This is an optimization exercise on Yosys and OpenROAD, whose aim is small area, a short achievable clock period and few clock cycles, not a production implementation. Only simulation tests tie the RTL to the original design; equivalence was not proved. The clock port is modelled as an ideal driver, which makes a skipped or thinned clock tree look cheaper than it is; a real chip needs a root buffer or a tree. Power figures rest on the tool's default switching activity, not on a simulated workload.

## alpha
Design packet_header_decoder_crc32_top, start of the top module:
module packet_header_decoder_crc32_top (
  input  logic                      clk_i,
  input  logic                      rst_ni,
  input  logic                      in_valid_i,
  output logic                      in_ready_o,
  input  logic [7:0]                data_byte_i,
  input  logic                      last_byte_i,
  output logic                      out_valid_o,
  input  logic                      out_ready_i,
  output logic [2:0]                status_o,
  output logic [1:0]                pkt_type_o,
  output logic                      truncated_o,
  output logic [phdc_pkg::WinW-1:0] window_o,
  output logic [phdc_pkg::LenW-1:0] payload_length_o,
  output logic [7:0]                seqnum_o,
  output logic [31:0]               timestamp_o,
  output logic [phdc_pkg::CrcW-1:0] header_crc_o,
  output logic [phdc_pkg::CrcW-1:0] payload_crc_o,
  output logic                      payload_crc_checked_o,
  input  logic                      cfg_valid_i,
  output logic                      cfg_ready_o,
  input  logic [0:0]                cfg_index_i,
  input  logic [phdc_pkg::LenW-1:0] cfg_data_i
);
Settings: LEC_CHECK=0, CAP_MARGIN=20, CORE_MARGIN=2, CORE_UTILIZATION=70, CTS_BUF_LIST=sky130_fd_sc_hd__clkbuf_8, SETUP_SLACK_MARGIN=0.5, SLEW_MARGIN=20; clock period 11.0 ns.
standard.sh (not shown) runs the stock make flow with config.mk's settings and CLKGATE_MAP_FILE= SYNTH_SCRIPT=/design/flow/synth_recipe.tcl, a recipe that flattens the netlist after the stock synthesis.
==> flow/flow/run.sh <==
#!/bin/bash
# Standard ORFS layout (standard.sh, with the standard synthesis), except:
#  - the port buffers are made from the smallest buffer cell;
#  - extra ORFS make variables for the layout steps from flow/make_vars.txt;
#  - flow/clock_tree.tcl builds the clock tree (the clock port drives four
#    mid inverters, each driving two leaf inverters, each leaf driving one
#    cluster of flip-flops) in place of ORFS's
#    CTS step, then repairs timing as that step does; make then carries on
#    from its result with global routing.
# The clock period and constraints are the design's (constraint.sdc as given).
# Each tool run writes its full output to its own log in this folder.
set -euo pipefail
MARGIN=$(cat flow/setup_margin.txt)
EXTRA=""
if [[ -f flow/make_vars.txt ]]; then
  EXTRA="$(cat flow/make_vars.txt)"
fi
export BUFFER_PORTS_ARGS="-buffer_cell sky130_fd_sc_hd__buf_1"
sed -E "s/SETUP_SLACK_MARGIN=[^ ]+/SETUP_SLACK_MARGIN=${MARGIN} ${EXTRA}/" standard.sh > standard_tuned.sh
bash standard.sh synth > synth_make.log 2>&1
bash standard_tuned.sh place > place_make.log 2>&1
export RESULTS="$PWD/orfs/results/${FLOW_PLATFORM}/packet_header_decoder_crc32_top/base"
export PLATFORM_DIR="$FLOW_HOME/platforms/${FLOW_PLATFORM}"
export LIB_FILE="$PLATFORM_DIR/lib/sky130_fd_sc_hd__tt_025C_1v80.lib"
export SETUP_MARGIN="$MARGIN"
export DONT_USE_CELLS="$(make -s -C "$FLOW_HOME" DESIGN_CONFIG="$PWD/config.mk" print-DONT_USE_CELLS 2> dont_use.log | sed -n 's/^DONT_USE_CELLS *[:=]* *//p')"
export NLEAF=$(cat flow/clock_leaves.txt)
export LEAF_BUF=$(cat flow/clock_leaf.txt)
export MID_FANOUT=2
export ROOT_BUF=$(cat flow/clock_root.txt)
openroad -no_init -exit flow/clock_tree.tcl > clock_tree.log 2>&1
bash standard_tuned.sh > layout_make.log 2>&1
==> flow/flow/make_vars.txt <==
MATCH_CELL_FOOTPRINT=0
==> flow/flow/setup_margin.txt <==
8.1
Other scripts of this flow, unchanged in this note and not shown: flow/flow/clock_leaf.txt, flow/flow/clock_leaves.txt, flow/flow/clock_root.txt, flow/flow/clock_tree.tcl
Testbench counts of alpha, summed over its fixed seeds: cycles 160,438.
Inputs modified between alpha and beta:
==> flow/flow/make_vars.txt <==

==> flow/flow/setup_margin.txt <==
8.0
Results
beta | stages: all done | timing, DRC, antenna: all pass. alpha and beta ended up with roughly the same number of multi-input combinational cells. Sort alpha and beta by final critical-path share of the clock period asc -> top: beta. beta vs. alpha: total power of the final layout lower, area of all sequential standard cells lower, total routing resource utilization after global routing lower.
Setup changes, beta to gamma
-- flow/flow/run.sh --
<<< beta, line 5
>>> gamma, line 5
#  - after placement, flow/isolate_outputs.tcl gives the internal loads of
#    each output port's driver a buffer of their own;
<<< beta, line 31
>>> gamma, line 33
export ISO_BUFFER="sky130_fd_sc_hd__buf_1"
export MOVE_OUTBUF=0
export OUTBUF_CELL=""
openroad -no_init -exit flow/isolate_outputs.tcl > isolate_outputs.log 2>&1
==> flow/flow/isolate_outputs.tcl (new file) <==
# After placement: give each output port's driver net a separate buffer for
# its internal loads, so the register behind an output port drives only the
# port's own buffer and one more buffer; with MOVE_OUTBUF, also place the
# port's buffer next to that register (and make it OUTBUF_CELL, if set). Then
# legalize the placement again.
read_db $::env(RESULTS)/3_place.odb
read_liberty $::env(LIB_FILE)
read_sdc $::env(RESULTS)/3_place.sdc
source $::env(PLATFORM_DIR)/setRC.tcl
set n 0
set moved 0
foreach port [get_ports -filter "direction==output"] {
  set pnet [get_nets [get_full_name $port]]
  set drv [get_pins -of_objects $pnet -filter "direction==output"]
  if {[llength $drv] != 1} { continue }
  set obuf [get_cells -of_objects $drv]
  set in_pins [get_pins -of_objects $obuf -filter "direction==input"]
  if {[llength $in_pins] != 1} { continue }
  set n2 [get_nets -of_objects $in_pins]
  set loads {}
  foreach p [get_pins -of_objects $n2 -filter "direction==input"] {
    if {[get_full_name $p] ne [get_full_name $in_pins]} { lappend loads $p }
  }
  if {[llength $loads] > 0} {
    insert_buffer -buffer_cell $::env(ISO_BUFFER) -net $n2 -load_pins $loads
    incr n
  }
  # move the port's buffer next to the cell that drives it, so that the long
  # wire to the port is driven by the buffer rather than by that cell
  set drv2 [get_pins -of_objects $n2 -filter "direction==output"]
  if {$::env(MOVE_OUTBUF) && [llength $drv2] == 1} {
    set dinst [sta::sta_to_db_inst [get_cells -of_objects $drv2]]
    set binst [sta::sta_to_db_inst $obuf]
    if {$dinst ne "NULL" && $binst ne "NULL"} {
      set loc [$dinst getLocation]
      if {$::env(OUTBUF_CELL) ne ""} { replace_cell $obuf $::env(OUTBUF_CELL) }
      $binst setLocation [lindex $loc 0] [lindex $loc 1]
      $binst setPlacementStatus PLACED
      incr moved
    }
  }
}
puts "isolate_outputs: moved $moved port buffers" 
puts "isolate_outputs: inserted $n buffers"
detailed_placement
check_placement -verbose
estimate_parasitics -placement
report_worst_slack -max
write_db $::env(RESULTS)/3_place.odb
==> flow/flow/setup_margin.txt <==
8.1
### Flow results
gamma reached the end of the flow, and the finished layout is clean on the timing, design-rule and antenna checks.
Compared with beta, placement density in the core of gamma is higher.
Register-to-register slack: beta vs gamma, no meaningful difference
Final instance count without filler cells in gamma is 4.6% above beta.
Overall via count from detail_route | gamma above beta
gamma reports a higher time the final worst path needs with I/O delays and setup than beta does.
A last element of the critical path of payload_crc_o[16] is what beta shows, while payload_length_o[5] belongs to gamma.
Sequential share of cell area: gamma and beta compared, higher one is beta
[compare] base=beta new=gamma: arrival time at the worst endpoint up 0.02 ns, transition time at the pin with the least slew margin lower, multi-input logic area grew by about 0.9%, switching power climbed about 3.5%.
In every run of this note, the design's own scripts or RTL, not TritonCTS, make the clock network.

==> separate check: timing with driven ports <==
In the flow no input, the clock included, has a driving cell. The finished layouts below were timed again as built, in two steps.
Step 1 sets driving cells, clkbuf_16 on the clock port and buf_2 on the other inputs (assumed; they add their load-dependent delay and slew).
Step 2 moves the port delays by t, midway between the first and last clock arrival at a register: inputs arrive t later, outputs are due t later. That takes back most of the time a late clock gives input paths.
Three values: ideal, step 1, step 2; two values: the first two.
run	t (ns)	setup slack, ns	hold slack, ns	worst slew at a driven data input, ns
alpha	0.302	7.984 / 7.832 / 7.907	0.506 / 0.506 / 0.506	0.07
beta	0.293	8.018 / 7.871 / 7.875	0.504 / 0.504 / 0.504	0.07
gamma	0.293	8.005 / 7.858 / 7.954	0.492 / 0.492 / 0.492	0.07
After both steps every run listed still meets setup and hold. The setup slack of beta, which loses most, moves by -0.147 ns with the drivers and by -0.143 ns with both steps.
